From an optimization exercise on the open Yosys and OpenROAD flow, aimed at small area, a short achievable clock period and few clock cycles per item; shortcuts taken in it are not production practice.
The RTL was checked by simulation tests, not by an equivalence proof against the original design.
Power figures rest on the tool's default switching activity, not on a simulated workload.

$ cat design/flow/config.mk
export PLATFORM = sky130hd
export DESIGN_NAME = segment_address_translation_core
export DESIGN_NICKNAME = segment_address_translation_core
export VERILOG_FILES = /design/flow/design.v
export SDC_FILE = /design/flow/constraint.sdc
export NUM_CORES = 4
export LEC_CHECK = 0
export CAP_MARGIN = 20
export CORE_MARGIN = 2
export CORE_UTILIZATION = 55
export CTS_BUF_LIST = sky130_fd_sc_hd__clkbuf_8 sky130_fd_sc_hd__clkbuf_16
export CTS_CLUSTER_DIAMETER = 100
export CTS_CLUSTER_SIZE = 30
export SETUP_SLACK_MARGIN = 2.2
export SLEW_MARGIN = 20
$ cat design/flow/constraint.sdc
create_clock -name core_clock -period 5.0 [get_ports {i_clk}]
set_input_delay 1.0000 -clock core_clock [delete_from_list [all_inputs] [get_ports {i_clk}]]
set_output_delay 1.0000 -clock core_clock [all_outputs]
set_load 0.01 [all_outputs]
$ cat design/flow/design.v
package sat_pkg;
    localparam int SEGMENTS   = 16;
    localparam int DATA_W     = 16;
    localparam int ID_W       = 8;
    localparam int SLOT_W     = 4;
    localparam logic [DATA_W-1:0] MAX_SEG_RESET = 16'd64;
    localparam logic [16:0] DIV_REGPOS = 17'b1_1111_1111_1111_1000;
    localparam logic [16:0] DIV_COPYPOS = 17'b0_0001_0010_0100_1000;
endpackage
module sat_div_step #(
    parameter int STEP = 0
) (
    input  logic [15:0] i_rem,
    input  logic [15:0] i_quo,
    input  logic [15:0] i_div,
    input  logic        i_hz,
    input  logic        i_load,
    input  logic        i_xbit,
    output logic [15:0] o_rem,
    output logic [15:0] o_quo
);
    localparam int W = STEP + 1;
    logic [W-1:0] t, d, g, p, gg, pp, bor;
    logic         ge;
    always_comb begin
        if (STEP == 0) t = i_quo[15];
        else           t = {i_rem[W-2:0], i_quo[15]};
        d = i_div[W-1:0];
        g = ~t & d;
        p = ~(t ^ d);
        gg = g;
        pp = p;
        for (int s = 1; s < W; s = s * 2) begin
            for (int i = W - 1; i >= s; i--) begin
                gg[i] = gg[i] | (pp[i] & gg[i-s]);
                pp[i] = pp[i] & pp[i-s];
            end
        end
        bor = '0;
        for (int i = 1; i < W; i++) bor[i] = gg[i-1];
        ge = i_hz && !gg[W-1] && !i_load;
        o_rem = '0;
        o_rem[W-1:0] = t ^ ({W{ge}} & (d ^ bor));
    end
    assign o_quo = {i_quo[14:0], i_load ? i_xbit : ge};
endmodule
module sat_match (
    input  logic [15:0]  i_key,
    input  logic [15:0]  i_live,
    input  logic [127:0] i_ids,
    output logic         o_hit,
    output logic [15:0]  o_sel
);
    logic [15:0] m;
    logic [15:0] below;
    always_comb begin
        for (int i = 0; i < 16; i++)
            m[i] = i_live[i] && (i_key[15:8] == 8'd0) && (i_key[7:0] == i_ids[i*8 +: 8]);
        below[0] = 1'b0;
        for (int i = 1; i < 16; i++) below[i] = below[i-1] | m[i-1];
        o_sel = m & ~below;
        o_hit = |m;
    end
endmodule
module segment_address_translation_core (
    input  logic                         i_clk,
    input  logic                         i_rst_n,
    input  logic                         i_cfg_valid,
    output logic                         o_cfg_ready,
    input  logic [sat_pkg::DATA_W-1:0]   i_cfg_data,
    input  logic                         i_valid,
    output logic                         o_ready,
    input  logic                         i_action,
    input  logic [sat_pkg::DATA_W-1:0]   i_logical_address,
    input  logic [sat_pkg::DATA_W-1:0]   i_byte_count,
    input  logic [sat_pkg::SLOT_W-1:0]   i_entry_slot,
    input  logic [sat_pkg::ID_W-1:0]     i_entry_id,
    input  logic [sat_pkg::DATA_W-1:0]   i_entry_base,
    input  logic [sat_pkg::DATA_W-1:0]   i_entry_size,
    input  logic                         i_entry_valid,
    output logic                         o_valid,
    input  logic                         i_ready,
    output logic [sat_pkg::DATA_W-1:0]   o_physical_address,
    output logic                         o_fault,
    output logic [sat_pkg::DATA_W-1:0]   o_segment_number,
    output logic [sat_pkg::DATA_W-1:0]   o_offset
);
    localparam logic [16:0] RP = sat_pkg::DIV_REGPOS;
    localparam logic [16:0] CP = sat_pkg::DIV_COPYPOS;
    logic        adv;
    logic        in_fire;
    logic        div_busy;
    logic [15:0] r_max_seg;
    logic [15:0] r_div;
    logic [16:1] r_hz;
    logic        r_dpend;
    logic        r_out_valid;
    logic [15:0] r_out_phys;
    logic        r_out_fault;
    logic [15:0] r_out_seg;
    logic [15:0] r_out_off;
    assign adv         = !r_out_valid || i_ready;
    assign o_ready     = adv && !r_dpend;
    assign o_cfg_ready = 1'b1;
    assign in_fire     = i_valid && o_ready;
    always_ff @(posedge i_clk) begin
        if (!i_rst_n) begin
            r_max_seg <= sat_pkg::MAX_SEG_RESET;
            r_div     <= sat_pkg::MAX_SEG_RESET;
            r_hz      <= hz_of(sat_pkg::MAX_SEG_RESET);
            r_dpend   <= 1'b0;
        end else if (i_cfg_valid) begin
            r_max_seg <= i_cfg_data;
            if (!div_busy && !in_fire) begin
                r_div   <= i_cfg_data;
                r_hz    <= hz_of(i_cfg_data);
                r_dpend <= 1'b0;
            end else begin
                r_dpend <= 1'b1;
            end
        end else if (r_dpend && !div_busy) begin
            r_div   <= r_max_seg;
            r_hz    <= hz_of(r_max_seg);
            r_dpend <= 1'b0;
        end
    end
    function automatic logic [16:1] hz_of(input logic [15:0] d);
        for (int k = 1; k <= 16; k++) hz_of[k] = ((d >> k) == 16'd0);
    endfunction
    logic [16:0]    nv, nld;
    logic [17*16-1:0] nR, nQ, nC;
    logic [17*13-1:0] nX;
    logic [16:0]    busy_at;
    logic [17*16-1:0] nD;
    for (genvar p = 0; p <= 16; p++) begin : g_node
        logic        sv, sld;
        logic [15:0] sR, sQ, sC;
        logic [12:0] sX;
        if (p == 0) begin : g_src_in
            assign sv  = in_fire;
            assign sld = !i_action;
            assign sR  = '0;
            assign sQ  = i_action ? i_logical_address : i_entry_base;
            assign sC  = i_action ? i_byte_count : i_entry_size;
            assign sX  = {i_entry_slot, i_entry_valid, i_entry_id};
        end else begin : g_src_step
            sat_div_step #(.STEP(p - 1)) u_step (
                .i_rem   (nR[(p-1)*16 +: 16]),
                .i_quo   (nQ[(p-1)*16 +: 16]),
                .i_div   (nD[(p-1)*16 +: 16]),
                .i_hz    (((CP & ((17'd1 << p) - 17'd1)) == 17'd0) ? r_hz[p]
                                                                   : (nD[(p-1)*16 +: 16] >> p == 16'd0)),
                .i_load  (nld[p-1]),
                .i_xbit  (nX[(p-1)*13 + 12]),
                .o_rem   (sR),
                .o_quo   (sQ)
            );
            assign sv  = nv[p-1];
            assign sld = nld[p-1];
            assign sC  = nC[(p-1)*16 +: 16];
            assign sX  = {nX[(p-1)*13 +: 12], 1'b0};
        end
        if (RP[p]) begin : g_reg
            logic        r_v, r_ld;
            logic [15:0] r_R, r_Q, r_C;
            logic [12:0] r_X;
            always_ff @(posedge i_clk) begin
                if (!i_rst_n)  r_v <= 1'b0;
                else if (adv)  r_v <= sv;
            end
            always_ff @(posedge i_clk) begin
                if (adv) begin
                    r_ld <= sld;
                    r_R  <= sR;
                    r_Q  <= sQ;
                    r_C  <= sC;
                    r_X  <= sX;
                end
            end
            assign nv[p]            = r_v;
            assign nld[p]           = r_ld;
            assign nR[p*16 +: 16]   = r_R;
            assign nQ[p*16 +: 16]   = r_Q;
            assign nC[p*16 +: 16]   = r_C;
            assign nX[p*13 +: 13]   = r_X;
            assign busy_at[p]       = (p < 16) && r_v && !r_ld;
        end else begin : g_wire
            assign nv[p]            = sv;
            assign nld[p]           = sld;
            assign nR[p*16 +: 16]   = sR;
            assign nQ[p*16 +: 16]   = sQ;
            assign nC[p*16 +: 16]   = sC;
            assign nX[p*13 +: 13]   = sX;
            assign busy_at[p]       = 1'b0;
        end
        if (CP[p]) begin : g_dcopy
            logic [15:0] r_dc;
            always_ff @(posedge i_clk) r_dc <= nD[(p-1)*16 +: 16];
            assign nD[p*16 +: 16] = r_dc;
        end else if (p == 0) begin : g_d0
            assign nD[p*16 +: 16] = r_div;
        end else begin : g_dn
            assign nD[p*16 +: 16] = nD[(p-1)*16 +: 16];
        end
    end
    assign div_busy = |busy_at;
    logic        m_v, m_ld;
    logic [15:0] m_q, m_r, m_c;
    logic [12:0] m_x;
    logic        m_hit;
    logic [15:0] m_sel;
    logic [16:0] m_sum;
    assign m_v  = nv[16];
    assign m_ld = nld[16];
    assign m_q  = nQ[16*16 +: 16];
    assign m_r  = nR[16*16 +: 16];
    assign m_c  = nC[16*16 +: 16];
    assign m_x  = m_q[15:3];
    logic [15:0]  t_live;
    logic [127:0] t_ids;
    logic [15:0]  t_base [16];
    logic [15:0]  t_size [16];
    assign m_sum = {1'b0, m_r} + {1'b0, m_c};
    sat_match u_match (
        .i_key  (m_q),
        .i_live (t_live),
        .i_ids  (t_ids),
        .o_hit  (m_hit),
        .o_sel  (m_sel)
    );
    logic        t_we;
    logic [3:0]  t_slot;
    assign t_we   = adv && m_v && m_ld;
    assign t_slot = m_x[12:9];
    always_ff @(posedge i_clk) begin
        if (!i_rst_n) begin
            t_live <= '0;
        end else if (t_we) begin
            t_live[t_slot] <= m_x[8];
        end
    end
    always_ff @(posedge i_clk) begin
        if (t_we) begin
            t_ids[t_slot*8 +: 8] <= m_x[7:0];
            t_base[t_slot]       <= m_r;
            t_size[t_slot]       <= m_c;
        end
    end
    logic        f_v, f_ld, f_hit;
    logic [15:0] f_sel;
    logic [15:0] f_q, f_r;
    logic [16:0] f_sum;
    always_ff @(posedge i_clk) begin
        if (!i_rst_n)  f_v <= 1'b0;
        else if (adv)  f_v <= m_v;
    end
    always_ff @(posedge i_clk) begin
        if (adv) begin
            f_ld  <= m_ld;
            f_hit <= m_hit;
            f_sel <= m_sel;
            f_q   <= m_q;
            f_r   <= m_r;
            f_sum  <= m_sum;
        end
    end
    logic [15:0] f_base, f_size;
    always_comb begin
        f_base = '0;
        f_size = '0;
        for (int i = 0; i < 16; i++) begin
            f_base = f_base | ({16{f_sel[i]}} & t_base[i]);
            f_size = f_size | ({16{f_sel[i]}} & t_size[i]);
        end
    end
    logic        g_v, g_ld, g_hit;
    logic [15:0] g_base, g_size, g_q, g_r;
    logic [16:0] g_sum;
    always_ff @(posedge i_clk) begin
        if (!i_rst_n)  g_v <= 1'b0;
        else if (adv)  g_v <= f_v;
    end
    always_ff @(posedge i_clk) begin
        if (adv) begin
            g_ld   <= f_ld;
            g_hit  <= f_hit;
            g_base <= f_base;
            g_size <= f_size;
            g_sum  <= f_sum;
            g_q    <= f_ld ? '0 : f_q;
            g_r    <= f_ld ? '0 : f_r;
        end
    end
    logic g_fault;
    assign g_fault = !g_hit || (g_sum > {1'b0, g_size});
    always_ff @(posedge i_clk) begin
        if (!i_rst_n)  r_out_valid <= 1'b0;
        else if (adv)  r_out_valid <= g_v;
    end
    always_ff @(posedge i_clk) begin
        if (adv) begin
            r_out_phys  <= (g_ld || g_fault) ? '0 : (g_base + g_r);
            r_out_fault <= !g_ld && g_fault;
            r_out_seg   <= g_q;
            r_out_off   <= g_r;
        end
    end
    assign o_valid            = r_out_valid;
    assign o_physical_address = r_out_phys;
    assign o_fault            = r_out_fault;
    assign o_segment_number   = r_out_seg;
    assign o_offset           = r_out_off;
endmodule
$ cat design/flow/run.sh
#!/bin/bash
# synth_recipe.tcl (not shown) runs the flow's synth.tcl, then flattens the netlist and writes it again
# the make line also repeats each setting of config.mk as NAME=value (left out here)
make -C /OpenROAD-flow-scripts/flow DESIGN_CONFIG=/design/flow/config.mk WORK_HOME=/design/flow/orfs CLKGATE_MAP_FILE= SYNTH_SCRIPT=/design/flow/synth_recipe.tcl finish
==> results of run 1 <==
[where the power goes]
part / switching [mW] / leakage, nW / internal, mW
sequential: 0.829 / 16.1 / 16.4
combinational: 2.05 / 8.79 / 1.86
clock: 3.94 / 0.988 / 2.39
[kinds of logic (layout without fill, tap and decap cells)]
group / after synthesis / after routing / share of synthesized area [%]
AO/OA/AOI/OAI: 590 / 592 / 6.952
XOR/XNOR: 393 / 393 / 5.374
adder cells (fa/ha/maj): 174 / 174 / 3.422
buffers and inverters: 297 / 607 / 1.782
flip-flops: 1622 / 1622 / 73.96
multiplexers: 147 / 147 / 2.528
other: 1 / 2 / 0.005855
AND/OR/NAND/NOR: 759 / 759 / 5.972
[per-stage QoR]
step / area, um2 / power [mW] / hold slack [ps] / worst slack, ps
after floorplan: 64140 / 19.69 / 322.7 / 626.7
after global placement: 67640 / 20.82 / 335.5 / 768.2
after CTS: 70620 / 27.47 / 352.7 / 1959
after detailed placement: 67640 / 20.92 / 333.4 / 705.9
final: 71370 / 27.49 / 352.5 / 2049
after global routing: 71360 / 28.70 / 357.2 / 1944
[cells in the final DEF, fill, tap and decap left out, types with 8 or more instances in the layout]
cell / count
clkdlybuf4s50_1: 143
buf_12: 16
xor2_1: 80
nor3_2: 9
nor2b_1: 81
buf_6: 10
inv_1: 197
dfxtp_1: 119
nand4_1: 57
nor2_1: 90
nor3_1: 26
clkbuf_16: 64
nor2_4: 8
and3_1: 15
a221oi_1: 130
nand3_1: 33
and2_1: 28
o21ai_0: 74
a32o_1: 10
edfxtp_1: 1489
o21a_1: 15
or3_1: 14
or2_2: 12
a21oi_1: 61
a22o_1: 128
dfxtp_2: 9
a22oi_1: 12
nor4_1: 16
ha_1: 161
nand2_1: 256
a21boi_0: 18
a21oi_2: 12
nand2b_1: 24
xnor2_1: 307
a31oi_1: 8
mux2_2: 118
mux2i_1: 28
nand2_4: 8
a21o_1: 46
buf_4: 155
[worst paths after layout]
kind                        startpoint  depth (start not counted)                        end  slack (ps)
max            g_node[14].g_reg.r_R[0]                         12   g_node[15].g_reg.r_R[13]        2050
min reg2reg  g_node[3].g_dcopy.r_dc[7]                          0  g_node[6].g_dcopy.r_dc[7]         350
min          g_node[3].g_dcopy.r_dc[7]                          0  g_node[6].g_dcopy.r_dc[7]         350
max reg2reg    g_node[14].g_reg.r_R[0]                         12   g_node[15].g_reg.r_R[13]        2050
[Yosys cell counts (12+ instances only)]
cell type	instances
xor2_1	81
a221oi_1	130
clkbuf_1	99
and2_1	36
o21a_1	15
a21oi_1	76
a21boi_0	18
a21o_1	46
nor2_1	100
or2_2	12
dfxtp_1	133
nor4_1	21
buf_2	12
xnor2_1	312
nand4_1	57
edfxtp_1	1489
mux2i_1	29
nand3_1	39
nand2_1	269
o21ai_0	79
ha_1	172
nand2b_1	24
a31oi_1	12
nor2b_1	84
nor3_1	38
and3_1	20
or3_1	18
a22oi_1	13
mux2_2	118
a22o_1	128
inv_1	175
[repair_timing]
| item | in CTS | in global routing |
|---|---|---|
| gates cloned | 3 | 3 |
| pin swaps | 36 | 54 |
| endpoints found under the setup margin | 388 | 322 |
| resized for setup | 134 | 93 |
| buffers inserted | 66 | 37 |
[flip-flops by register name (all words and copies together) (netlist names), 17 cells and up]
signal and count:
g_sum 17, g_node.g_reg.r_R 133, g_node.g_reg.r_Q 224, g_node.g_reg.r_X 55
t_size 256, t_base 256, f_sum 17, g_node.g_dcopy.r_dc 64
g_node.g_reg.r_C 224, t_ids 128
[worst max-delay path: cells and delay by family, from the launching register on]
family / cells / cell delay [ps]
adders and majority gates: 1 / 200
AOI/OAI and AO/OA: 5 / 1350
buffers and inverters: 3 / 370
xor gates and xnor gates: 1 / 120
and+or+nand+nor: 2 / 260
DFF: 1 / 420
[final cells by class]
type	count	area (um2)	share of cell area (%)
inverter	176	690.7	0.9678
multi-input combinational	2066	16460	23.06
tap	1524	1907	2.672
antenna	1	2.502	0.003506
clock buffer	66	1629	2.283
timing repair buffer	329	3088	4.327
sequential	1622	47410	66.43
clock inverter	36	185.2	0.2595
[metal layers]
layer,up-vias,track usage (%),routed length [um]
met2,842,36.51,65200
met1,16860,29.65,55600
met3,158,3.233,7364
met4,2,4.735,2659
li1,15570,-,-
met5,-,0,7
==> flow_summary.json, run 1 <==
{
  "outcome": "complete, no violations",
  "drive_gt1_share_pct": 12.81,
  "critPathKind": "reg -> reg",
  "power_density_nw_per_um2": 385.2,
  "synth.largest_area_cell": "edfxtp_1",
  "fin_nets": 4529,
  "synthArstFlopShare_pct": 0,
  "skew_ps": 35.73,
  "ir_worst_vdd_uv": 314.1,
  "clockBufferDepth": 3,
  "syn_avg_cell_area_um2": 16.08,
  "relSlewSlack_pct": 34.58,
  "ys.flop_type": "edfxtp_1",
  "synth_seq_cells": 1622,
  "clkSlewWorstSetupHoldPaths_ps": 120,
  "finalHoldViolations": 0,
  "drtIter0Drc": 3031,
  "ys_warn_count": 18,
  "fmax_mhz": 338.9,
  "crit_path_end_kind": "flip-flop",
  "synth_area_leaders": "edfxtp_1 (70%), xnor2_1 (4.3%), dfxtp_1 (4.2%), ha_1 (3.4%), mux2_2 (2.1%)",
  "io_pins": 151,
  "crit_required_ps": 5480,
  "gp_congestion": 0.8157,
  "n_fill_cell": 8713,
  "grt_max_degree": 180,
  "ys_seq_area_share_pct": 73.96,
  "slew_violations": 0,
  "tns_ps": 0,
  "synth_top_area_share_pct": 69.81,
  "leakage_nw": 25.90,
  "grt.total_usage_pct": 21.51,
  "row_count": 125,
  "dieWidth_um": 345.3,
  "worstPathMaxFanout": 7,
  "slowest_delay_ps": 420,
  "cts.sinks": 1622,
  "cap_violations": 0,
  "clockRootBuffer": "clkbuf_16",
  "syn_to_final_growth_pct": 11.42,
  "via_per_inst": 5.745,
  "worst_pin_slew_ps": 981.3,
  "grt_pass1_vias": 32080,
  "cp.arrival_ps": 3430,
  "dieArea_um2": 119200,
  "clk_latency_ps": 740,
  "fin_cells": 5820,
  "place_hpwl_mm": 75.10,
  "core_area_um2": 115900,
  "wl_per_cell_um": 22.48,
  "num_vias": 33440,
  "place_inst": 5608,
  "period_minus_slack_ps": 2951,
  "portBuffers": 149,
  "slowest_stage": "edfxtp_1",
  "syn_nets": 4256,
  "cts_buffers": 61,
  "htreeDepth": 2,
  "ctsHoldBuffers": 0,
  "hp-class": "reg -> reg",
  "netlist_area_um2": 64050,
  "synth_cells": 3983,
  "die_h_um": 345.3,
  "final-setup-viol-count": 0,
  "wl_mm": 130.8,
  "final_core_util_pct": 61.58,
  "rsz0062_at_grt": "yes",
  "drcViolationCount": 0,
  "antenna_found_initial": 2,
  "synth_edf_count": 1489,
  "cp_common_cell": "a221o_1",
  "fin_crit_sh_pct": 59.01,
  "firstDrtPassIters": 5,
  "initial_utilization_pct": 55.27,
  "grt_pass1_wl_mm": 196.1,
  "detail-route-antenna-nets": 0,
  "cts_tree": "done",
  "path_cells": "inv_1 -> ha_4 -> and3b_2 -> o22ai_4 -> o221ai_4 -> a221o_1 -> a221o_1 -> a31oi_4 -> buf_12 -> buf_16 -> nand2_4 -> xnor2_1",
  "grt_overflow": 0,
  "yosysUniqueCellTypes": 78,
  "start_kind": "flip-flop"
}
Testbench counts, summed over its fixed seeds: cycles 4,936, items 4,800.
==> run 2, diff against run 1 <==
--- a/design/flow/config.mk
+++ b/design/flow/config.mk
@@ -9,7 +9,7 @@
 export CORE_MARGIN = 2
 export CORE_UTILIZATION = 55
 export CTS_BUF_LIST = sky130_fd_sc_hd__clkbuf_8 sky130_fd_sc_hd__clkbuf_16
-export CTS_CLUSTER_DIAMETER = 100
-export CTS_CLUSTER_SIZE = 30
-export SETUP_SLACK_MARGIN = 2.2
+export CTS_CLUSTER_DIAMETER = 80
+export CTS_CLUSTER_SIZE = 24
+export SETUP_SLACK_MARGIN = 2.4
 export SLEW_MARGIN = 20
==> flow_summary.json, run 2 <==
{
  "skew_ps": 32.67,
  "period_minus_slack_ps": 3005,
  "hp-class": "reg -> reg",
  "drcViolationCount": 0,
  "cp_common_cell": "a221o_1",
  "r2r_slack_ps": 1990,
  "detail-route-antenna-nets": 0,
  "syn_avg_cell_area_um2": 16.08,
  "initial_utilization_pct": 55.27,
  "reg.largest.list": "t_base x256, t_size x256",
  "antenna_found_initial": 4,
  "clockRootBuffer": "clkbuf_16",
  "final_core_util_pct": 63.51,
  "ys_warn_count": 18,
  "grt.total_usage_pct": 22.07,
  "finalHoldViolations": 0,
  "gp_congestion": 0.8157,
  "netlist_area_um2": 64050,
  "rr_startpoint": "g_node[14].g_reg.r_R[0]",
  "synth_area_leaders": "edfxtp_1 (70%), xnor2_1 (4.3%), dfxtp_1 (4.2%), ha_1 (3.4%), mux2_2 (2.1%)",
  "place_hpwl_mm": 75.10,
  "grt_pass1_wl_mm": 200.9,
  "synthArstFlopShare_pct": 0,
  "cts_buffers": 82,
  "grt_overflow": 0,
  "start_kind": "flip-flop",
  "cap_violations": 0,
  "core_area_um2": 115900,
  "cts_tree": "done",
  "worstReg2RegEnd": "g_node[15].g_reg.r_R[7]",
  "synth_seq_cells": 1622,
  "synth.largest_area_cell": "edfxtp_1",
  "die_h_um": 345.3,
  "outcome": "complete, no violations",
  "leakage_nw": 27.35,
  "hp-start": "g_node[9].g_dcopy.r_dc[12]",
  "power_density_nw_per_um2": 395.4,
  "crit_required_ps": 5430,
  "synth_cells": 3983,
  "row_count": 125,
  "wl_mm": 133.5,
  "crit_path_end_kind": "flip-flop",
  "clkSlewWorstSetupHoldPaths_ps": 90,
  "worst_pin_slew_ps": 981.5,
  "drtIter0Drc": 2941,
  "cts.sinks": 1622,
  "rsz0062_at_grt": "yes",
  "io_pins": 151,
  "dieWidth_um": 345.3,
  "min_path_cells": 0,
  "setup_slack_ps": 1995,
  "wl_per_cell_um": 22.57,
  "syn_nets": 4256,
  "syn_to_final_growth_pct": 14.91,
  "relSlewSlack_pct": 34.57,
  "synth.most_common_cell": "edfxtp_1",
  "clockBufferDepth": 3,
  "drive_gt1_share_pct": 17.44,
  "dp_slack_ps": 705.9,
  "path_cells": "inv_2 -> ha_4 -> or3_4 -> o22ai_4 -> o221ai_4 -> a221o_1 -> a221o_1 -> a31oi_4 -> buf_12 -> buf_16 -> nand2_4 -> xnor2_2",
  "fin_nets": 4619,
  "ir_worst_vdd_uv": 289.3,
  "htreeDepth": 3,
  "num_vias": 34130,
  "critPathBufInv": 3,
  "dieArea_um2": 119200,
  "grt_max_degree": 180,
  "ys.flop_type": "edfxtp_1",
  "synth_edf_count": 1489,
  "portBuffers": 149,
  "synth_commonest_cells": "edfxtp_1 (1489), xnor2_1 (312), nand2_1 (269)",
  "final-setup-viol-count": 0,
  "yosysUniqueCellTypes": 78,
  "ys_seq_area_share_pct": 73.96,
  "min_to": "g_node[12].g_dcopy.r_dc[12]",
  "firstDrtPassIters": 8,
  "reg2regPathDepth": 12,
  "ctsHoldBuffers": 0,
  "synth_top_area_share_pct": 69.81,
  "grt_pass1_vias": 32990,
  "cpLargestDelayFamily": "compound AO/OA/AOI/OAI gates",
  "fmax_mhz": 332.8,
  "worstPathMaxFanout": 7,
  "slowest_delay_ps": 400,
  "slowest_stage": "edfxtp_1",
  "n_fill_cell": 8472,
  "via_per_inst": 5.768,
  "critPathKind": "reg -> reg",
  "fin_crit_sh_pct": 60.10,
  "cp.arrival_ps": 3440,
  "final_cell_mix": "edfxtp_1 (1489), xnor2_1 (297), nand2_1 (218)",
  "clk_latency_ps": 690,
  "final_common_cell": "edfxtp_1",
  "tns_ps": 0,
  "slew_violations": 0
}
-- run 2: changes by cell type in the layout (fill, tap and decap cells not counted), moves of 13 or more --
cell and delta:
buf_4 +47, buf_6 +13, clkbuf_16 +21, clkdlybuf4s50_1 -29
dlymetal6s2s_1 +22, nand2_1 -38, nand2_4 +26
-- run 2: how the worst max path moves through the flow --
stage                            startpoint                 endpoint  slack (ps)  cells past startpoint
CTS                 g_node[14].g_reg.r_R[2]  g_node[15].g_reg.r_R[4]        1990                     12
global placement      i_logical_address[15]   g_node[3].g_reg.r_R[1]         770                     14
global route        g_node[14].g_reg.r_R[0]  g_node[15].g_reg.r_R[7]        1910                     12
finish              g_node[14].g_reg.r_R[0]  g_node[15].g_reg.r_R[7]        1990                     12
floorplan                           i_ready             t_base[1][0]         630                      6
detailed placement    i_logical_address[15]   g_node[3].g_reg.r_R[2]         710                     14
-- run 2: cell families after synthesis --
family,Yosys count,synth area share (%)
AOI/OAI and AO/OA,590,6.952
xor gates and xnor gates,393,5.374
adders and majority gates,174,3.422
buffers and inverters,297,1.782
DFF,1622,73.96
muxes,147,2.528
other,1,0.005855
and+or+nand+nor,759,5.972
-- run 2: metal layers --
layer | share of wire (%) | routed length (um) | vias up | GRT usage, %
li1 | - | - | 15790 | -
met1 | 42 | 56130 | 17120 | 30.16
met2 | 50 | 66730 | 1025 | 37.81
met3 | 5.6 | 7492 | 187 | 2.813
met4 | 2.4 | 3165 | 2 | 5.567
met5 | 0.0097 | 13 | - | 0
-- run 2: area by class of cell --
cell class / instances / area (um2) / area share, %
tap: 1524 / 1907 / 2.591
timing repair inverter: 1 / 11.26 / 0.01530
multi-input combinational: 2066 / 17320 / 23.53
antenna: 1 / 2.502 / 0.003400
sequential: 1622 / 47420 / 64.42
clock buffer: 85 / 2127 / 2.890
timing repair buffer: 397 / 3774 / 5.127
inverter: 176 / 693.2 / 0.9418
clock inverter: 45 / 350.3 / 0.4760
-- run 2: power by group --
| group | switching, mW | leakage, nW | total, mW | internal, mW |
|---|---|---|---|---|
| sequential | 0.800 | 16.1 | 17.2 | 16.4 |
| combinational | 2.29 | 9.93 | 4.39 | 2.10 |
| clock | 4.19 | 1.29 | 7.49 | 3.29 |
| total | 7.29 | 27.3 | 29.1 | 21.8 |
-- run 2: per-stage QoR --
step / instances / hold WS (ps) / power [mW] / instance area (um2)
after floorplan: 3983 / 322.7 / 19.69 / 64140
after global placement: 5608 / 335.5 / 20.82 / 67640
after detailed placement: 5608 / 333.4 / 20.92 / 67640
after CTS: 5856 / 352.0 / 28.98 / 72270
after global routing: 5916 / 353.8 / 30.34 / 73600
final: 5917 / 350.8 / 29.10 / 73600
-- run 2: repair_timing --
item,CTS,global route
gates resized for setup,288,194
cloned,6,1
endpoints found under the setup margin,867,536
buffers inserted,112,59
pin swaps,83,87
==> run 3, diff against run 2 <==
--- a/design/flow/config.mk
+++ b/design/flow/config.mk
@@ -11,5 +11,6 @@
 export CTS_BUF_LIST = sky130_fd_sc_hd__clkbuf_8 sky130_fd_sc_hd__clkbuf_16
 export CTS_CLUSTER_DIAMETER = 80
 export CTS_CLUSTER_SIZE = 24
-export SETUP_SLACK_MARGIN = 2.4
+export SETUP_SLACK_MARGIN = 2.2
 export SLEW_MARGIN = 20
+export TNS_END_PERCENT = 20
==> flow_summary.json, run 3 <==
{
  "r2r_slack_ps": 2040,
  "initial_utilization_pct": 55.27,
  "worst_pin_slew_ps": 1031,
  "final_common_cell": "edfxtp_1",
  "core_area_um2": 115900,
  "reg.largest.list": "t_base x256, t_size x256",
  "fin_crit_sh_pct": 59.25,
  "synthArstFlopShare_pct": 0,
  "cp.arrival_ps": 3390,
  "gp_congestion": 0.8157,
  "synth_commonest_cells": "edfxtp_1 (1489), xnor2_1 (312), nand2_1 (269)",
  "skew_ps": 36.64,
  "final-setup-viol-count": 0,
  "cts.sinks": 1622,
  "synth_edf_count": 1489,
  "crit_required_ps": 5430,
  "ys_warn_count": 18,
  "synth_seq_cells": 1622,
  "drtIter0Drc": 2927,
  "antenna_found_initial": 4,
  "cts_buffers": 82,
  "placed_area_um2": 67640,
  "synth.most_common_cell": "edfxtp_1",
  "detail-route-antenna-nets": 0,
  "drive_gt1_share_pct": 12.68,
  "synth.largest_area_cell": "edfxtp_1",
  "ys_seq_area_share_pct": 73.96,
  "start_kind": "flip-flop",
  "final_area_um2": 71850,
  "power_density_nw_per_um2": 397.3,
  "grt_overflow": 0,
  "relSlewSlack_pct": 31.29,
  "worstPathMaxFanout": 7,
  "grt_pass1_vias": 32410,
  "cap_violations": 0,
  "wl_per_cell_um": 22.36,
  "syn_avg_cell_area_um2": 16.08,
  "rr_startpoint": "g_node[14].g_reg.r_R[1]",
  "cts_tree": "done",
  "finalHoldViolations": 0,
  "tns_ps": 0,
  "clkSlewWorstSetupHoldPaths_ps": 90,
  "wl_mm": 130.4,
  "fmax_mhz": 337.6,
  "period_minus_slack_ps": 2962,
  "outcome": "complete, no violations",
  "dieArea_um2": 119200,
  "htreeDepth": 3,
  "row_count": 125,
  "fin_nets": 4533,
  "min_path_cells": 0,
  "firstDrtPassIters": 5,
  "synth_top_area_share_pct": 69.81,
  "synth_area_leaders": "edfxtp_1 (70%), xnor2_1 (4.3%), dfxtp_1 (4.2%), ha_1 (3.4%), mux2_2 (2.1%)",
  "clk_latency_ps": 690,
  "grt.total_usage_pct": 21.67,
  "ir_worst_vdd_uv": 287.3,
  "worstReg2RegEnd": "g_node[15].g_reg.r_R[3]",
  "drcViolationCount": 0,
  "reg2regPathDepth": 12,
  "n_fill_cell": 8641,
  "ctsHoldBuffers": 0,
  "crit_path_end_kind": "flip-flop",
  "die_h_um": 345.3,
  "syn_to_final_growth_pct": 12.17,
  "slew_violations": 0,
  "io_pins": 151,
  "place_hpwl_mm": 75.10,
  "ys.flop_type": "edfxtp_1",
  "critPathKind": "reg -> reg",
  "grt_max_degree": 180,
  "hp-start": "r_div[7]",
  "clockBufferDepth": 3,
  "leakage_nw": 26.21,
  "rsz0062_at_grt": "yes",
  "synth_cells": 3983,
  "grt_pass1_wl_mm": 197.6,
  "num_vias": 33450,
  "yosysUniqueCellTypes": 78,
  "clockRootBuffer": "clkbuf_16",
  "dieWidth_um": 345.3,
  "min_to": "g_node[3].g_dcopy.r_dc[7]",
  "via_per_inst": 5.736,
  "hp-class": "reg -> reg",
  "portBuffers": 149,
  "syn_nets": 4256,
  "netlist_area_um2": 64050,
  "final_cell_mix": "edfxtp_1 (1489), xnor2_1 (304), nand2_1 (242)"
}
## run 3: cell counts after synthesis
No cell type changed its count.
## run 3: cell families (layout without fill, tap and decap cells)
kind of cell             after synthesis  count (layout)  synth area share [%]
buffers and inverters                297             619                 1.782
adder cells (fa/ha/maj)              174             174                 3.422
AO/OA/AOI/OAI                        590             591                 6.952
other                                  1               2              0.005855
AND/OR/NAND/NOR                      759             759                 5.972
XOR/XNOR                             393             393                 5.374
multiplexers                         147             147                 2.528
flip-flops                          1622            1622                 73.96
## run 3: critical path, cell delays in order (launching register included)
cell	delay (ps)
edfxtp_1	360
inv_1	50
ha_2	160
or3_4	390
o22ai_4	200
o221ai_4	130
a221o_1	330
a221o_1	350
a31oi_4	270
buf_12	150
buf_16	140
nand2_4	50
xnor2_2	130
## run 3: power by group
part,internal [mW],switching (mW),leakage [nW]
logic,1.81,2.02,8.80
clock network,3.29,4.16,1.29
registers,16.4,0.829,16.1
## run 3: worst max path at each step
stage / from / to / cells after the start
floorplan: i_ready / t_base[1][0] / 6
global placement: i_logical_address[15] / g_node[3].g_reg.r_R[1] / 14
detailed placement: i_logical_address[15] / g_node[3].g_reg.r_R[2] / 14
CTS: g_node[16].g_reg.r_Q[12] / t_ids[126] / 6
global route: g_node[16].g_reg.r_Q[15] / t_ids[103] / 7
finish: g_node[14].g_reg.r_R[1] / g_node[15].g_reg.r_R[3] / 12
## run 3: what timing repair did
action	CTS	global route
setup buffers	64	24
gates cloned	2	2
endpoints found under the setup margin	491	350
gates resized for setup	124	86
pin swaps	33	26
## run 3: area by class of cell
class                           instances  area [um2]  share of cell area (%)
Sequential cell                      1622       47400                   65.97
Multi-Input combinational cell       2065       16420                   22.85
Timing Repair Buffer                  313        2954                   4.112
Clock buffer                           85        2127                   2.961
Tap cell                             1524        1907                   2.654
Inverter                              176       690.7                  0.9613
Clock inverter                         45       350.3                  0.4876
Antenna cell                            1       2.502                0.003483
## run 3: layer usage
layer  vias to the layer above  GRT usage, %  wire [um]
met5                         -             0         13
met4                         2         4.681       2756
met3                       168         2.937       6896
met2                       885         37.03      65070
met1                     16790         29.89      55630
li1                      15610             -          -
## run 3: stage by stage
stage	hold WS [ps]	instances	power [mW]	worst slack, ps	utilization (%)
floorplan	322.7	3983	19.69	626.7	-
global placement	335.5	5608	20.82	768.2	58.37
detailed placement	333.4	5608	20.92	705.9	58.37
CTS	352.0	5804	28.66	1872	61.47
global route	353.8	5830	29.81	1926	61.99
finish	351.1	5831	28.54	2038	61.99
==> run 4, diff against run 3 <==
--- a/design/flow/config.mk
+++ b/design/flow/config.mk
@@ -11,6 +11,6 @@
 export CTS_BUF_LIST = sky130_fd_sc_hd__clkbuf_8 sky130_fd_sc_hd__clkbuf_16
 export CTS_CLUSTER_DIAMETER = 80
 export CTS_CLUSTER_SIZE = 24
+export PLACE_DENSITY = 0.75
 export SETUP_SLACK_MARGIN = 2.2
 export SLEW_MARGIN = 20
-export TNS_END_PERCENT = 20
==> flow_summary.json, run 4 <==
{
  "core_area_um2": 115900,
  "worstPathMaxFanout": 7,
  "cpLargestDelayFamily": "compound AO/OA/AOI/OAI gates",
  "setup_slack_ps": 2011,
  "clockRootBuffer": "clkbuf_16",
  "critPathBufInv": 3,
  "syn_avg_cell_area_um2": 16.08,
  "relSlewSlack_pct": 26.36,
  "grt_overflow": 0,
  "ys.flop_type": "edfxtp_1",
  "wl_mm": 123.7,
  "slowest_delay_ps": 400,
  "dieArea_um2": 119200,
  "synth_top_area_share_pct": 69.81,
  "initial_utilization_pct": 55.27,
  "yosysUniqueCellTypes": 78,
  "antenna_found_initial": 2,
  "htreeDepth": 3,
  "ir_worst_vdd_uv": 330.9,
  "drcViolationCount": 0,
  "crit_required_ps": 5440,
  "synth.most_common_cell": "edfxtp_1",
  "grt_pass1_vias": 32990,
  "placed_area_um2": 67480,
  "grt.total_usage_pct": 20.15,
  "clk_latency_ps": 700,
  "synth_area_leaders": "edfxtp_1 (70%), xnor2_1 (4.3%), dfxtp_1 (4.2%), ha_1 (3.4%), mux2_2 (2.1%)",
  "wl_per_cell_um": 21.20,
  "netlist_area_um2": 64050,
  "leakage_nw": 26.17,
  "dieWidth_um": 345.3,
  "worst_pin_slew_ps": 1105,
  "slowest_stage": "or3_4",
  "period_minus_slack_ps": 2989,
  "clockBufferDepth": 3,
  "fin_nets": 4546,
  "io_pins": 151,
  "firstDrtPassIters": 6,
  "power_density_nw_per_um2": 394.9,
  "tns_ps": 0,
  "final-setup-viol-count": 0,
  "finalHoldViolations": 0,
  "synth_commonest_cells": "edfxtp_1 (1489), xnor2_1 (312), nand2_1 (269)",
  "dp_slack_ps": 725.1,
  "start_kind": "flip-flop",
  "grt_max_degree": 173,
  "drtIter0Drc": 3143,
  "cp_common_cell": "a221o_1",
  "final_common_cell": "edfxtp_1",
  "row_count": 125,
  "ys_warn_count": 18,
  "fmax_mhz": 334.6,
  "grt_pass1_wl_mm": 187.0,
  "cap_violations": 0,
  "gp_congestion": 0.8623,
  "synth_edf_count": 1489,
  "portBuffers": 149,
  "cp.arrival_ps": 3420,
  "reg.largest.list": "t_base x256, t_size x256",
  "outcome": "complete, no violations",
  "path_cells": "inv_2 -> ha_4 -> or3_4 -> o22ai_4 -> o221ai_4 -> a221o_1 -> a221o_1 -> a31oi_4 -> buf_12 -> buf_16 -> nand2_1 -> xnor2_1",
  "detail-route-antenna-nets": 0,
  "holdWs_ps": 341.0,
  "crit_path_end_kind": "flip-flop",
  "n_fill_cell": 8148,
  "final_core_util_pct": 62.01,
  "ctsHoldBuffers": 0,
  "synthArstFlopShare_pct": 0,
  "final_cell_mix": "edfxtp_1 (1489), xnor2_1 (307), nand2_1 (257)",
  "critPathKind": "reg -> reg",
  "drive_gt1_share_pct": 12.71,
  "syn_nets": 4256,
  "rsz0062_at_grt": "yes",
  "ys_seq_area_share_pct": 73.96,
  "synth_seq_cells": 1622,
  "clkSlewWorstSetupHoldPaths_ps": 90,
  "cts.sinks": 1622,
  "synth_cells": 3983,
  "final_area_um2": 71860,
  "num_vias": 33760,
  "place_hpwl_mm": 71.56,
  "syn_to_final_growth_pct": 12.20,
  "via_per_inst": 5.786,
  "fin_crit_sh_pct": 59.77,
  "cts_buffers": 81,
  "synth.largest_area_cell": "edfxtp_1",
  "die_h_um": 345.3,
  "slew_violations": 0,
  "cts_tree": "done",
  "skew_ps": 45.84,
  "hp-class": "reg -> reg"
}
[run 4: repair_timing]
action,CTS,global route
pin swaps,47,47
gates cloned,4,3
setup buffers,88,28
gates resized for setup,143,85
endpoints found under the setup margin,904,997
[run 4: through the flow]
step	std cells	total power, mW
finish	5835	28.38
global route	5834	29.52
CTS	5803	28.30
detailed placement	5591	20.91
global placement	5591	20.71
floorplan	3983	19.69
[run 4: routing by layer]
layer	GRT usage, %	share of wire (%)
met3	3.141	7.8
met5	0	0
met2	34.85	50
met1	26.71	40
met4	5.344	2.2
[run 4: worst paths after layout]
kind                                                  from                          end  slack, ps  depth (start not counted)
worst min register to register  g_node[9].g_dcopy.r_dc[12]  g_node[12].g_dcopy.r_dc[12]        340                          0
worst min-delay path            g_node[9].g_dcopy.r_dc[12]  g_node[12].g_dcopy.r_dc[12]        340                          0
worst max-delay path               g_node[14].g_reg.r_R[2]     g_node[15].g_reg.r_R[12]       2010                         12
worst max register to register     g_node[14].g_reg.r_R[2]     g_node[15].g_reg.r_R[12]       2010                         12
[run 4: kinds of logic (layout without fill, tap and decap cells)]
logic type / count (synthesis) / after routing / share of synthesized area [%]
and+or+nand+nor: 759 / 759 / 5.972
buffers and inverters: 297 / 622 / 1.782
adders and majority gates: 174 / 174 / 3.422
AOI/OAI and AO/OA: 590 / 592 / 6.952
xor gates and xnor gates: 393 / 393 / 5.374
DFF: 1622 / 1622 / 73.96
muxes: 147 / 147 / 2.528
other: 1 / 2 / 0.005855
[run 4: area by class of cell]
class	instances	area [um2]	area share [%]
Sequential cell	1622	47400	65.96
Timing Repair Buffer	326	3131	4.356
Clock buffer	85	2127	2.960
Antenna cell	1	2.502	0.003482
Clock inverter	35	229.0	0.3186
Inverter	176	698.2	0.9715
Tap cell	1524	1907	2.653
Multi-Input combinational cell	2066	16370	22.77
[run 4: worst reg2reg max path: cells and delay by family (launching register included)]
kind | cells | cell delay, ps
AOI/OAI and AO/OA | 5 | 1350
xor gates and xnor gates | 1 | 120
adders and majority gates | 1 | 160
buffers and inverters | 3 | 310
DFF | 1 | 370
and+or+nand+nor | 2 | 460
[run 4: power by group]
part / switching [mW] / internal, mW / leakage (nW)
Clock: 4.06 / 3.12 / 1.24
Combinational: 2.22 / 1.89 / 8.81
Sequential: 0.669 / 16.4 / 16.1
==> run 5, diff against run 4 <==
--- a/design/flow/config.mk
+++ b/design/flow/config.mk
@@ -11,6 +11,5 @@
 export CTS_BUF_LIST = sky130_fd_sc_hd__clkbuf_8 sky130_fd_sc_hd__clkbuf_16
 export CTS_CLUSTER_DIAMETER = 80
 export CTS_CLUSTER_SIZE = 24
-export PLACE_DENSITY = 0.75
 export SETUP_SLACK_MARGIN = 2.2
 export SLEW_MARGIN = 20
==> flow_summary.json, run 5 <==
{
  "crit_path_end_kind": "flip-flop",
  "dieWidth_um": 345.3,
  "core_area_um2": 115900,
  "dieArea_um2": 119200,
  "power_switching_mw": 7.098,
  "relSlewSlack_pct": 33.84,
  "p_clk_share_pct": 26.1,
  "clk_latency_ps": 690,
  "cap_violations": 0,
  "ir_worst_vdd_uv": 288.9,
  "slowest_delay_ps": 440,
  "clockRootBuffer": "clkbuf_16",
  "hp-class": "reg -> reg",
  "grt_overflow": 0,
  "crit_required_ps": 5430,
  "portBuffers": 149,
  "multi_input_area_um2": 16570,
  "synth_top_area_share_pct": 69.81,
  "min_to": "g_node[12].g_dcopy.r_dc[12]",
  "synth_seq_cells": 1622,
  "drcViolationCount": 0,
  "num_vias": 33570,
  "synth_area_leaders": "edfxtp_1 (70%), xnor2_1 (4.3%), dfxtp_1 (4.2%), ha_1 (3.4%), mux2_2 (2.1%)",
  "clkSlewWorstSetupHoldPaths_ps": 90,
  "combPwrFrac_pct": 13.8,
  "skew_ps": 33.18,
  "critPathKind": "reg -> reg",
  "synth.largest_area_cell": "edfxtp_1",
  "cp_common_cell": "a221o_1",
  "fin_cells": 5847,
  "htreeDepth": 3,
  "min_path_cells": 0,
  "slowest_stage": "edfxtp_1",
  "synthArstFlopShare_pct": 0,
  "synth_edf_count": 1489,
  "grt_pass1_wl_mm": 198.3,
  "holdWs_ps": 351.5,
  "wl_per_cell_um": 22.49,
  "drive_gt1_share_pct": 13.63,
  "final_common_cell": "edfxtp_1",
  "path_cells": "inv_2 -> ha_4 -> and3b_2 -> o22ai_4 -> o221ai_4 -> a221o_1 -> a221o_1 -> a31oi_4 -> buf_12 -> buf_16 -> nand2_4 -> xnor2_2",
  "fin_crit_sh_pct": 59.22,
  "period_minus_slack_ps": 2961,
  "final_area_um2": 72150,
  "initial_utilization_pct": 55.27,
  "finalHoldViolations": 0,
  "via_per_inst": 5.741,
  "reg2regPathDepth": 12,
  "syn_nets": 4256,
  "cts_buffers": 82,
  "synth.most_common_cell": "edfxtp_1",
  "yosysUniqueCellTypes": 78,
  "rr_startpoint": "g_node[14].g_reg.r_R[0]",
  "fin_nets": 4549,
  "place_hpwl_mm": 75.10,
  "syn_to_final_growth_pct": 12.65,
  "cp.arrival_ps": 3390,
  "ys_warn_count": 18,
  "n_fill_cell": 8614,
  "cts_tree": "done",
  "syn_avg_cell_area_um2": 16.08,
  "fmax_mhz": 337.7,
  "tns_ps": 0,
  "critPathBufInv": 3,
  "ys_seq_area_share_pct": 73.96,
  "worstPathMaxFanout": 7,
  "power_density_nw_per_um2": 397.8,
  "final_cell_mix": "edfxtp_1 (1489), xnor2_1 (305), nand2_1 (247)",
  "ys.flop_type": "edfxtp_1",
  "cp.depth": 12,
  "clockBufferDepth": 3,
  "leakage_nw": 26.28,
  "grt_pass1_vias": 32520,
  "antenna_found_initial": 4,
  "hp-start": "g_node[9].g_dcopy.r_dc[12]",
  "drtIter0Drc": 2912,
  "slew_violations": 0,
  "start_kind": "flip-flop",
  "place_inst": 5608,
  "grt.total_usage_pct": 21.75,
  "gp_congestion": 0.8157,
  "firstDrtPassIters": 5,
  "area.sequential_um2": 47400,
  "rsz0062_at_grt": "yes",
  "netlist_area_um2": 64050,
  "reg.largest.list": "t_base x256, t_size x256",
  "io_pins": 151,
  "cts.sinks": 1622,
  "outcome": "complete, no violations",
  "detail-route-antenna-nets": 0,
  "power.total_mw": 28.70,
  "wl_mm": 131.5,
  "setup_slack_ps": 2039,
  "r2r_slack_ps": 2040,
  "synth_commonest_cells": "edfxtp_1 (1489), xnor2_1 (312), nand2_1 (269)",
  "die_h_um": 345.3,
  "final_core_util_pct": 62.26,
  "cpLargestDelayFamily": "compound AO/OA/AOI/OAI gates",
  "power_frac_seq_pct": 60.1,
  "synth_cells": 3983,
  "switching_share_pct": 24.73,
  "worstReg2RegEnd": "g_node[15].g_reg.r_R[2]",
  "row_count": 125,
  "dp_slack_ps": 705.9,
  "worst_pin_slew_ps": 992.4,
  "final-setup-viol-count": 0,
  "internal_power_mw": 21.60,
  "placed_area_um2": 67640,
  "grt_max_degree": 180
}
run 5: cell count changes in the layout (fill, tap and decap cells not counted), sizes merged:
cell	before	now
buf	179	184
clkbuf	86	85
bufbuf	1	0
bufinv	0	3
clkinvlp	1	3
inv	206	205
dlygate4sd2	1	2
dlymetal6s2s	1	0
a211o	6	7
a31oi	14	13
a21oi	77	76
clkinv	4	10
run 5: cells by family (layout without fill, tap and decap cells):
| family | count (synthesis) | count (layout) | synth area share [%] |
|---|---|---|---|
| xor+xnor | 393 | 393 | 5.374 |
| mux | 147 | 147 | 2.528 |
| compound gates | 590 | 591 | 6.952 |
| other cells | 1 | 2 | 0.005855 |
| fa+ha+maj | 174 | 174 | 3.422 |
| simple gates | 759 | 759 | 5.972 |
| buf+inv | 297 | 635 | 1.782 |
| flops | 1622 | 1622 | 73.96 |
run 5: per-layer routing:
layer / vias up / global-route usage, % / routed length [um]
li1: 15640 / - / -
met1: 16820 / 29.96 / 55950
met2: 934 / 37.18 / 65690
met3: 168 / 2.937 / 7007
met4: 2 / 4.771 / 2827
met5: - / 0 / 13
run 5: area by class of cell:
class	instances	area share, %
Antenna cell	1	0.003468
Clock buffer	85	2.948
Clock inverter	45	0.4855
Inverter	176	0.9572
Multi-Input combinational cell	2065	22.96
Sequential cell	1622	65.70
Tap cell	1524	2.643
Timing Repair Buffer	329	4.302
run 5: power groups by stage:
| stage | Clock (mW) | Combinational [mW] | Sequential (mW) |
|---|---|---|---|
| finish | 7.48 | 3.97 | 17.3 |
| floorplan | 0 | 2.44 | 17.2 |
| detailed placement | 0 | 3.25 | 17.7 |
| global route | 8.13 | 4.41 | 17.4 |
| global placement | 0 | 3.19 | 17.6 |
| CTS | 7.71 | 3.75 | 17.3 |
run 5: worst max path at each step:
stage	startpoint	endpoint	slack [ps]
2_1_floorplan	i_ready	t_base[1][0]	630
3_3_place_gp	i_logical_address[15]	g_node[3].g_reg.r_R[1]	770
3_5_place_dp	i_logical_address[15]	g_node[3].g_reg.r_R[2]	710
4_1_cts	g_node[14].g_reg.r_R[1]	g_node[15].g_reg.r_R[3]	1960
5_1_grt	g_node[14].g_reg.r_R[0]	g_node[15].g_reg.r_R[3]	1930
6_report	g_node[14].g_reg.r_R[0]	g_node[15].g_reg.r_R[2]	2040
run 5: what timing repair did:
item	in CTS	in global routing
gates cloned	3	2
resized for setup	161	99
endpoints found under the setup margin	491	320
pin swaps	41	40
setup buffers	70	33
hold buffers	0	0
==> run 6, diff against run 5 <==
--- a/design/flow/config.mk
+++ b/design/flow/config.mk
@@ -7,7 +7,7 @@
 export LEC_CHECK = 0
 export CAP_MARGIN = 20
 export CORE_MARGIN = 2
-export CORE_UTILIZATION = 55
+export CORE_UTILIZATION = 65
 export CTS_BUF_LIST = sky130_fd_sc_hd__clkbuf_8 sky130_fd_sc_hd__clkbuf_16
 export CTS_CLUSTER_DIAMETER = 80
 export CTS_CLUSTER_SIZE = 24
==> flow_summary.json, run 6 <==
{
  "outcome": "complete, no violations",
  "cp.arrival_ps": 3400,
  "drcViolationCount": 0,
  "synth_top_area_share_pct": 69.81,
  "row_count": 115,
  "dieWidth_um": 317.9,
  "r2r_slack_ps": 2030,
  "start_kind": "flip-flop",
  "worst_pin_slew_ps": 1094,
  "synth_commonest_cells": "edfxtp_1 (1489), xnor2_1 (312), nand2_1 (269)",
  "finalHoldViolations": 0,
  "holdWs_ps": 348.0,
  "worstReg2RegEnd": "g_node[15].g_reg.r_R[14]",
  "clockBufferDepth": 3,
  "use_met2_pct": 44.13,
  "synth_seq_cells": 1622,
  "min_path_cells": 0,
  "crit_required_ps": 5430,
  "synth.most_common_cell": "edfxtp_1",
  "fmax_mhz": 336.4,
  "clkSlewWorstSetupHoldPaths_ps": 100,
  "io_pins": 151,
  "cts.sinks": 1622,
  "final_common_cell": "edfxtp_1",
  "yosysUniqueCellTypes": 78,
  "synthArstFlopShare_pct": 0,
  "fin_crit_sh_pct": 59.45,
  "grt_pass1_wl_mm": 198.8,
  "crit_path_end_kind": "flip-flop",
  "hp-start": "g_node[9].g_dcopy.r_dc[13]",
  "synth_edf_count": 1489,
  "final_core_util_pct": 73.54,
  "grt_max_degree": 193,
  "tns_ps": 0,
  "grt_busiest_layer": "met2",
  "portBuffers": 149,
  "ctsHoldBuffers": 0,
  "detail-route-antenna-nets": 0,
  "relSlewSlack_pct": 27.08,
  "ys_warn_count": 18,
  "place_hpwl_mm": 76.02,
  "firstDrtPassIters": 5,
  "antenna_found_initial": 5,
  "reg.largest.list": "t_base x256, t_size x256",
  "clk_latency_ps": 690,
  "gp_congestion": 0.8734,
  "cts_buffers": 78,
  "core_area_um2": 97990,
  "reg2regPathDepth": 11,
  "rsz0062_at_grt": "yes",
  "die_h_um": 317.9,
  "syn_nets": 4256,
  "via_per_inst": 6.154,
  "critPathKind": "reg -> reg",
  "num_vias": 34580,
  "fin_nets": 4571,
  "grt.total_usage_pct": 25.82,
  "n_fill_cell": 6013,
  "slew_violations": 0,
  "cap_violations": 0,
  "min_to": "g_node[12].g_dcopy.r_dc[13]",
  "dieArea_um2": 101100,
  "dp_slack_ps": 624.6,
  "hp-class": "reg -> reg",
  "ys_seq_area_share_pct": 73.96,
  "grt_pass1_vias": 34520,
  "drive_gt1_share_pct": 14.11,
  "grtUsageMet3_pct": 5.636,
  "synth_cells": 3983,
  "rr_startpoint": "g_node[14].g_reg.r_R[2]",
  "use_met1_pct": 33.55,
  "drtIter0Drc": 3496,
  "leakage_nw": 26.36,
  "final-setup-viol-count": 0,
  "setup_slack_ps": 2028,
  "skew_ps": 31.56,
  "period_minus_slack_ps": 2972,
  "wl_mm": 132.5,
  "clockRootBuffer": "clkbuf_16",
  "netlist_area_um2": 64050,
  "cts_tree": "done",
  "final_cell_mix": "edfxtp_1 (1489), xnor2_1 (306), nand2_1 (242)",
  "ys.flop_type": "edfxtp_1",
  "grt_overflow": 0,
  "power_density_nw_per_um2": 394.2,
  "synth.largest_area_cell": "edfxtp_1",
  "syn_avg_cell_area_um2": 16.08,
  "worstPathMaxFanout": 2,
  "wl_per_cell_um": 23.58,
  "initial_utilization_pct": 65.37,
  "ir_worst_vdd_uv": 279.7,
  "syn_to_final_growth_pct": 12.50,
  "synth_area_leaders": "edfxtp_1 (70%), xnor2_1 (4.3%), dfxtp_1 (4.2%), ha_1 (3.4%), mux2_2 (2.1%)",
  "htreeDepth": 3
}
## run 6: cell types whose count changed in the layout (fill, tap and decap cells not counted), moves of 3 or more
cell       delta
nand2_1       -5
clkinv_4      -3
ha_4          +3
buf_6         +7
buf_4         +9
clkbuf_16     -5
nand2_2       +3
a21oi_2       +3
ha_1          -3
## run 6: repair_timing
action                     4_1_cts  5_1_grt
setup buffers                   86       49
setup endpoints to repair     1140      672
pin swaps                       49       50
gates cloned                     7        3
resized for setup              177      119
## run 6: how the worst max path moves through the flow
stage | startpoint | endpoint | cells past startpoint
detailed placement | i_ready | t_size[2][8] | 8
floorplan | i_ready | t_base[1][0] | 6
global placement | i_ready | t_size[2][8] | 8
finish | g_node[14].g_reg.r_R[2] | g_node[15].g_reg.r_R[14] | 11
CTS | g_node[14].g_reg.r_R[1] | g_node[15].g_reg.r_R[5] | 11
global route | g_node[14].g_reg.r_R[2] | g_node[15].g_reg.r_R[14] | 11
## run 6: cell type report
type | count | area (um2) | share of cell area, %
Clock inverter | 33 | 241.5 | 0.3351
Tap cell | 1287 | 1610 | 2.235
Timing Repair Buffer | 351 | 3408 | 4.730
Timing Repair inverter | 1 | 11.26 | 0.01563
Antenna cell | 1 | 2.502 | 0.003473
Multi-Input combinational cell | 2068 | 16680 | 23.14
Sequential cell | 1622 | 47410 | 65.80
Clock buffer | 80 | 1991 | 2.763
Inverter | 176 | 703.2 | 0.9759
## run 6: logic make-up after synthesis
| kind of cell | synth area share, % |
|---|---|
| multiplexers | 2.528 |
| other | 0.005855 |
| AO/OA/AOI/OAI | 6.952 |
| flip-flops | 73.96 |
| XOR/XNOR | 5.374 |
| AND/OR/NAND/NOR | 5.972 |
| adder cells (fa/ha/maj) | 3.422 |
| buffers and inverters | 1.782 |
## run 6: worst max-delay path: stages (launching register included)
cell and delay [ps]:
edfxtp_1 390, inv_2 60, ha_4 160, or3_4 380, o22ai_4 190, o221ai_4 130, a221o_1 360, a221o_1 370
buf_4 180, a21oi_4 170, mux2i_1 250, xnor2_1 80
## run 6: routing by layer
layer	vias to the layer above	routed length (um)
met5	-	34
met4	4	3194
met3	232	11110
met2	1388	67100
met1	17290	51030
li1	15670	-
## run 6: through the flow
step / area (um2) / cells / total power [mW]
floorplan: 64140 / 3983 / 19.69
global placement: 67260 / 5360 / 20.73
detailed placement: 67260 / 5360 / 20.97
CTS: 71050 / 5566 / 28.21
global route: 72050 / 5618 / 29.52
finish: 72060 / 5619 / 28.40
## run 6: power by group
group	switching [mW]	internal [mW]	total, mW
sequential	0.796	16.4	17.2
combinational	2.26	1.97	4.23
clock	3.98	2.97	6.96
==> run 7, diff against run 6 <==
--- a/design/flow/config.mk
+++ b/design/flow/config.mk
@@ -7,9 +7,9 @@
 export LEC_CHECK = 0
 export CAP_MARGIN = 20
 export CORE_MARGIN = 2
-export CORE_UTILIZATION = 65
+export CORE_UTILIZATION = 55
 export CTS_BUF_LIST = sky130_fd_sc_hd__clkbuf_8 sky130_fd_sc_hd__clkbuf_16
-export CTS_CLUSTER_DIAMETER = 80
-export CTS_CLUSTER_SIZE = 24
-export SETUP_SLACK_MARGIN = 2.2
+export CTS_CLUSTER_DIAMETER = 90
+export CTS_CLUSTER_SIZE = 28
+export SETUP_SLACK_MARGIN = 2.1
 export SLEW_MARGIN = 20
==> flow_summary.json, run 7 <==
{
  "outcome": "complete, no violations",
  "m1WireLength_mm": 55.51,
  "grt_pass1_vias": 32260,
  "syn_avg_cell_area_um2": 16.08,
  "clkSlewWorstSetupHoldPaths_ps": 100,
  "clk_latency_ps": 690,
  "firstDrtPassIters": 6,
  "yosysUniqueCellTypes": 78,
  "top_layer_used": "met5",
  "start_kind": "flip-flop",
  "dieWidth_um": 345.3,
  "ys.flop_type": "edfxtp_1",
  "worstPathMaxFanout": 7,
  "antenna_found_initial": 3,
  "detail-route-antenna-nets": 0,
  "worst_pin_slew_ps": 1044,
  "dieArea_um2": 119200,
  "final_common_cell": "edfxtp_1",
  "synth_top_family_by_area": "compound AO/OA/AOI/OAI gates",
  "ys_warn_count": 18,
  "setup_slack_ps": 1987,
  "fmax_mhz": 331.9,
  "tns_ps": 0,
  "cts.sinks": 1622,
  "io_pins": 151,
  "final_area_um2": 71320,
  "relSlewSlack_pct": 30.42,
  "synth_edf_count": 1489,
  "final-setup-viol-count": 0,
  "num_vias": 33320,
  "slew_violations": 0,
  "place_inst": 5608,
  "syn_nets": 4256,
  "synth-compound-area-share_pct": 6.952,
  "ys_seq_area_share_pct": 73.96,
  "reg.largest.list": "t_base x256, t_size x256",
  "grt.total_usage_pct": 21.67,
  "ir_worst_vdd_uv": 249.1,
  "fin_nets": 4513,
  "final_core_util_pct": 61.54,
  "synth_seq_cells": 1622,
  "synth.largest_area_cell": "edfxtp_1",
  "drcViolationCount": 0,
  "finalHoldViolations": 0,
  "wl_per_cell_um": 22.42,
  "cp.arrival_ps": 3440,
  "die_h_um": 345.3,
  "dp_slack_ps": 705.9,
  "clockBufferDepth": 3,
  "place_hpwl_mm": 75.10,
  "synthXorXnorAreaFrac_pct": 5.374,
  "synth_area_leaders": "edfxtp_1 (70%), xnor2_1 (4.3%), dfxtp_1 (4.2%), ha_1 (3.4%), mux2_2 (2.1%)",
  "power_density_nw_per_um2": 390.2,
  "drtIter0Drc": 3129,
  "wl_mm": 130.0,
  "placed_area_um2": 67640,
  "met2_length_mm": 64.93,
  "skew_ps": 26.14,
  "synth_cells": 3983,
  "synth_top_area_share_pct": 69.81,
  "fin_cells": 5799,
  "grt_pass1_wl_mm": 197.3,
  "synth_simple_gate_area_share_pct": 5.972,
  "row_count": 125,
  "synthArstFlopShare_pct": 0,
  "muxShareOfSynthArea_pct": 2.528,
  "n_fill_cell": 8686,
  "fin_crit_sh_pct": 60.27,
  "cts_buffers": 69,
  "synth_commonest_cells": "edfxtp_1 (1489), xnor2_1 (312), nand2_1 (269)",
  "area.sequential_um2": 47400,
  "final_cell_mix": "edfxtp_1 (1489), xnor2_1 (305), nand2_1 (248)",
  "syn_to_final_growth_pct": 11.34,
  "hp-class": "reg -> reg",
  "core_area_um2": 115900,
  "synth_fa_ha_area_share_pct": 3.422,
  "htreeDepth": 3,
  "gp_congestion": 0.8157,
  "netlist_area_um2": 64050,
  "cap_violations": 0,
  "drive_gt1_share_pct": 12.28,
  "portBuffers": 149,
  "rsz0062_at_grt": "yes",
  "crit_required_ps": 5420,
  "multi_input_area_um2": 16390,
  "via_per_inst": 5.747,
  "synth.most_common_cell": "edfxtp_1",
  "clockRootBuffer": "clkbuf_16",
  "grt_overflow": 0,
  "cts_tree": "done",
  "initial_utilization_pct": 55.27,
  "diodes": 0,
  "period_minus_slack_ps": 3013,
  "crit_path_end_kind": "flip-flop",
  "leakage_nw": 25.93,
  "met3_length_mm": 7.476,
  "grt_max_degree": 180,
  "critPathKind": "reg -> reg"
}
run 7: cell counts after synthesis:
No cell type changed its count.
run 7: critical path: stages (launching register included):
cell,delay [ps]
edfxtp_1,460
inv_2,100
ha_4,190
and3b_2,220
o22ai_4,220
o221ai_4,130
a221o_1,330
a221o_1,360
a31oi_4,270
buf_12,150
buf_16,140
nand2_4,60
xnor2_2,130
run 7: report_power, final:
part	internal [mW]	switching, mW
registers	16.4	0.830
logic	1.81	2.01
clock network	2.76	4.00
total	21.0	6.83
run 7: cells by family (layout without fill, tap and decap cells):
| logic type | after synthesis | count (layout) |
|---|---|---|
| AO/OA/AOI/OAI | 590 | 590 |
| flip-flops | 1622 | 1622 |
| XOR/XNOR | 393 | 393 |
| other | 1 | 1 |
| AND/OR/NAND/NOR | 759 | 759 |
| buffers and inverters | 297 | 589 |
| multiplexers | 147 | 147 |
| adder cells (fa/ha/maj) | 174 | 174 |
run 7: cell type report:
class | instances | share of cell area (%)
inverters | 176 | 0.9685
clock inverters | 32 | 0.2912
flip-flops and latches | 1622 | 66.47
clock buffers | 74 | 2.581
multi-input cells | 2064 | 22.98
well taps | 1524 | 2.674
repair buffers | 307 | 4.040
run 7: routing by layer:
metal | track usage (%) | up-vias
met5 | 0 | -
met4 | 4.646 | 2
met3 | 2.598 | 118
met1 | 30.05 | 16730
met2 | 37.16 | 926
li1 | - | 15550
run 7: timing repair:
item / CTS / global route
buffers inserted: 66 / 16
hold buffers: 0 / 0
setup endpoints to repair: 302 / 237
gates resized for setup: 135 / 76
pin swaps: 33 / 31
cloned: 3 / 0
run 7: path summary, 6_finish.rpt:
kind / startpoint / to / slack (ps) / cells after the start
setup / recovery: g_node[14].g_reg.r_R[0] / g_node[15].g_reg.r_R[1] / 1990 / 12
hold / removal: g_node[9].g_dcopy.r_dc[15] / g_node[12].g_dcopy.r_dc[15] / 350 / 0
setup reg to reg: g_node[14].g_reg.r_R[0] / g_node[15].g_reg.r_R[1] / 1990 / 12
hold reg to reg: g_node[9].g_dcopy.r_dc[15] / g_node[12].g_dcopy.r_dc[15] / 350 / 0
run 7: per-stage QoR:
stage	hold slack [ps]	total power, mW
final	354.2	27.82
after global placement	335.5	20.82
after detailed placement	333.4	20.92
after floorplan	322.7	19.69
after CTS	352.8	27.97
after global routing	362.8	29.10

## afterwards: timing with drivers on the ports
Ports are ideal in the flow. The routed layouts listed here were re-timed in OpenROAD. Step 1, drivers: a clkbuf_16 drives i_clk and a buf_2 each remaining input, both assumed. Step 2 also shifts input and output timing later by t, the mid clock arrival at the registers, as if the neighbouring blocks saw the same clock. Three values: no drivers, after step 1, after step 2; two values: the first two.
run | t (ns) | slack for setup (ns) | worst setup path after step 2 | worst slew at a driven data input, ns
run 1 | 0.784 | 2.049 / 2.049 / 1.317 | input to register | 0.05
run 2 | 0.746 | 1.995 / 1.995 / 1.388 | input to register | 0.05
run 3 | 0.740 | 2.038 / 2.038 / 1.387 | input to register | 0.05
run 4 | 0.747 | 2.011 / 2.011 / 1.309 | input to register | 0.05
run 5 | 0.740 | 2.039 / 2.039 / 1.387 | input to register | 0.05
run 6 | 0.742 | 2.028 / 2.028 / 1.359 | input to register | 0.05
run 7 | 0.741 | 1.987 / 1.987 / 1.407 | input to register | 0.05
After both steps every run listed still meets setup and hold. The setup slack of run 1, which loses most, moves by 0.000 ns with the drivers and by -0.732 ns with both steps.
